Background: an optimization exercise with open tools, aiming at a short achievable clock period and few clock cycles. Do not read the settings as production practice.
In this exercise RTL edits were held to simulation tests only and were not proved equivalent to the original.
No driver is modelled on the clock port, so clock power and skew are understated where the tree is cut down; a real chip needs a root buffer or a tree.

==> flow/design.v (excerpt) <==
module out_ctrl_top (
    input  logic                     aclk,
    input  logic                     aresetn,
    input  logic                     start,
    input  logic [31:0]              dst_addr,
    input  logic [383:0]             result,
    input  logic                     result_valid,
    output logic                     busy,
    output logic                     finish_irq,
    output logic [31:0]              m_axi_awaddr,
    output logic                     m_axi_awvalid,
    input  logic                     m_axi_awready,
    output logic [7:0]               m_axi_awlen,
    output logic [31:0]              m_axi_wdata,
    output logic [3:0]               m_axi_wstrb,
    output logic                     m_axi_wlast,
    output logic                     m_axi_wvalid,
    input  logic                     m_axi_wready
);
For scale: roughly 500 I/O pins, roughly 23000 µm² of cells after synthesis.
==> flow/config.mk <==
export PLATFORM = sky130hd
export DESIGN_NAME = out_ctrl_top
export DESIGN_NICKNAME = out_ctrl_top
export VERILOG_FILES = /design/flow/design.v
export SDC_FILE = /design/flow/constraint.sdc
export NUM_CORES = 4
export LEC_CHECK = 0
export ABC_CLOCK_PERIOD_IN_PS = 1500
export CAP_MARGIN = 20
export CORE_MARGIN = 2
export CORE_UTILIZATION = 40
export SETUP_SLACK_MARGIN = 3.2
export SLEW_MARGIN = 20
==> flow/constraint.sdc <==
create_clock -name core_clock -period 5.0 [get_ports {aclk}]
set_input_delay 1.0000 -clock core_clock [delete_from_list [all_inputs] [get_ports {aclk}]]
set_output_delay 1.0000 -clock core_clock [all_outputs]
set_load 0.01 [all_outputs]
standard.sh (not shown) runs the stock make flow with config.mk's settings and CLKGATE_MAP_FILE= SYNTH_SCRIPT=/design/flow/synth_recipe.tcl, a recipe that flattens the netlist after the stock synthesis.
==> flow/flow/run.sh <==
#!/bin/bash
# Standard ORFS layout with three changes: the clock tree is built by
# pre_cts.tcl, the port buffers are buf_4 instead of the smallest buffer, and
# timing repair may change a cell's footprint (MATCH_CELL_FOOTPRINT=0).
# Each tool's full output stays in orfs/logs; make's own output in make.log.
set -euo pipefail
HERE=$(cd "$(dirname "${BASH_SOURCE[0]}")" && pwd)
export PRE_CTS_TCL="$HERE/pre_cts.tcl"
export MATCH_CELL_FOOTPRINT=0
export BUFFER_PORTS_ARGS="-buffer_cell sky130_fd_sc_hd__buf_4"
bash ./standard.sh MATCH_CELL_FOOTPRINT=0 "BUFFER_PORTS_ARGS=-buffer_cell sky130_fd_sc_hd__buf_4" finish > make.log 2>&1
==> flow/flow/pre_cts.tcl <==
# Sourced by ORFS's cts.tcl before it runs clock_tree_synthesis (PRE_CTS_TCL).
# Replaces TritonCTS's tree with a balanced two-level tree: buf_16 roots,
# buf_12 leaves (see tree.tcl); the rest of the CTS step (legalisation, timing repair) is
# ORFS's own.
source [file join [file dirname [info script]] tree.tcl]

proc clock_tree_synthesis {args} {
  # 2x2 root buffers, each driving 2x3 leaf buffers of about 26 flip-flops
  build_clock_tree aclk 2 2 2 3 sky130_fd_sc_hd__buf_12 sky130_fd_sc_hd__buf_16
  set_propagated_clock [all_clocks]
}
Other scripts of this flow, unchanged in this note and not shown: flow/flow/tree.tcl
Testbench counts at the start, summed over its fixed seeds: cycles 24,592.
Rerun with:
--- a/flow/flow/pre_cts.tcl
+++ b/flow/flow/pre_cts.tcl
@@ -8,2 +8,2 @@
-  # 2x2 root buffers, each driving 2x3 leaf buffers of about 26 flip-flops
-  build_clock_tree aclk 2 2 2 3 sky130_fd_sc_hd__buf_12 sky130_fd_sc_hd__buf_16
+  # 2x2 root buffers, each driving 2x4 leaf buffers of about 20 flip-flops
+  build_clock_tree aclk 2 2 2 4 sky130_fd_sc_hd__buf_12 sky130_fd_sc_hd__buf_16
- The changed run produced a clean layout
- global-route usage rose by 0.12 points
- wire length is about the same
- worst setup slack improved by 7.0 ps
- design area climbs by 0.85%
Rerun with:
- CORE_UTILIZATION: 40 -> 55
Result:
- final cell count drops by 8.7%
- setup slack improves by 3.8 ps
- global-route usage grows by 7.2 points
- clock skew is about the same
No run of this note takes its clock network from TritonCTS; it comes from the design's own scripts or RTL.

== trial 29 ==
out_ctrl_top again, from the RTL that the note above started with.
// out_ctrl_top
module out_ctrl_top (
    input  logic                     aclk,
    input  logic                     aresetn,
    input  logic                     start,
    input  logic [31:0]              dst_addr,
    input  logic [383:0]             result,
    input  logic                     result_valid,
    output logic                     busy,
    output logic                     finish_irq,
    output logic [31:0]              m_axi_awaddr,
    output logic                     m_axi_awvalid,
    input  logic                     m_axi_awready,
    output logic [7:0]               m_axi_awlen,
    output logic [31:0]              m_axi_wdata,
    output logic [3:0]               m_axi_wstrb,
    output logic                     m_axi_wlast,
    output logic                     m_axi_wvalid,
    input  logic                     m_axi_wready
);
    assign m_axi_awlen = 8'(3 - 1);
    assign m_axi_wstrb = 4'hF;
    logic         start_q;
    logic         nbusy;         
    logic         busy_i;        
    logic         running;       
    logic         in_pass;       
    logic         in_store;      
    logic [3:0]   pass_cnt;
    logic [2:0]   tiles_in;
    logic         frame_start;
    logic         take;
    logic         take_tile;
    logic         fin_now;
    assign frame_start = start && !start_q && !running;
    assign busy        = !nbusy;
    assign take        = result_valid && !busy_i;
    assign take_tile   = take && in_store;
    logic [383:0] slot;
    logic         slot_full;
    logic [3:0]   rw;            
    logic [11:0]  rw_oh;         
    logic [2:0]   tiles_out;     
    logic         wv_n;
    logic [31:0]  wcur;
    logic         wl_cur;
    logic         wfin;          
    logic         ld;
    logic         slot_last;
    logic         w_hs;
    assign w_hs      = !wv_n && m_axi_wready;
    assign ld        = (wv_n || m_axi_wready) && (slot_full || take_tile);
    assign slot_last = (rw == 4'd11);
    logic         in_pass_n;
  ...
==> flow/config.mk <==
export PLATFORM = sky130hd
export DESIGN_NAME = out_ctrl_top
export DESIGN_NICKNAME = out_ctrl_top
export VERILOG_FILES = /design/flow/design.v
export SDC_FILE = /design/flow/constraint.sdc
export NUM_CORES = 4
export LEC_CHECK = 0
export ABC_CLOCK_PERIOD_IN_PS = 1500
export CAP_MARGIN = 20
export CORE_MARGIN = 2
export CORE_UTILIZATION = 55
export SETUP_SLACK_MARGIN = 3.2
export SLEW_MARGIN = 20
==> flow/constraint.sdc <==
create_clock -name core_clock -period 5.0 [get_ports {aclk}]
set_input_delay 1.0000 -clock core_clock [delete_from_list [all_inputs] [get_ports {aclk}]]
set_output_delay 1.0000 -clock core_clock [all_outputs]
set_load 0.01 [all_outputs]
Scripts as last shown in full above: flow/flow/run.sh
Other scripts of this flow, unchanged in this note and not shown: flow/flow/pre_cts.tcl, flow/flow/tree.tcl
Testbench counts of trial 29, summed over its fixed seeds: cycles 24,592.
What build 71 does differently from trial 29 at the input level:
# trial 29
export LEC_CHECK = 0
export ABC_CLOCK_PERIOD_IN_PS = 1500
export CAP_MARGIN = 20
export CORE_MARGIN = 2
export CORE_UTILIZATION = 55
export SETUP_SLACK_MARGIN = 3.2
export SLEW_MARGIN = 20
create_clock -name core_clock -period 5.0 [get_ports {aclk}]
# build 71
export LEC_CHECK = 0
export ABC_CLOCK_PERIOD_IN_PS = 1500
export CAP_MARGIN = 20
export CORE_MARGIN = 2
export CORE_UTILIZATION = 40
export SETUP_SLACK_MARGIN = 3.2
export SLEW_MARGIN = 20
create_clock -name core_clock -period 5.0 [get_ports {aclk}]
Notes after the runs:
The run showing the greater final cell count is build 71. Per the comparison of build 71 with trial 29, routed metal-1 wirelength went up by about 14%, via count went down by 43, synthesized area was more or less identical, routed wire length went up by about 5%. Count of nets after finishing is higher on build 71.
No run of this note takes its clock network from TritonCTS; it comes from the design's own scripts or RTL.

## re-timing with driven ports
How much do the figures lean on ideal ports? The routed layouts below were timed once more, with nothing changed but the port constraints. Step 1 assumes that a clkbuf_16 drives the clock port and a buf_2 every other input. Step 2, shift: input delay + t, output delay - t, t = (earliest + latest rising clock arrival at the registers) / 2. This alone moves slack from input paths to output paths. Slacks: ideal ports / drivers / drivers and shift; pairs: ideal ports / drivers.
run	t (ns)	setup slack, ns	hold slack, ns	worst register clock-pin slew, ns
the first run of note 1	0.464	3.108 / 2.957 / 2.782	0.454 / 0.454 / 0.454	0.11 / 0.11
the second run of note 1	0.468	3.115 / 2.968 / 2.764	0.448 / 0.448 / 0.448	0.09 / 0.09
the third run of note 1	0.454	3.118 / 2.981 / 2.779	0.469 / 0.469 / 0.469	0.09 / 0.09
trial 29	0.483	3.080 / 2.953 / 2.815	0.465 / 0.465 / 0.465	0.10 / 0.10
build 71	0.488	3.072 / 2.939 / 2.809	0.452 / 0.452 / 0.452	0.11 / 0.11
After both steps setup and hold are still met in every run listed. For the second run of note 1, which loses most, drivers alone change the setup slack by -0.147 ns; drivers and shift together by -0.351 ns.
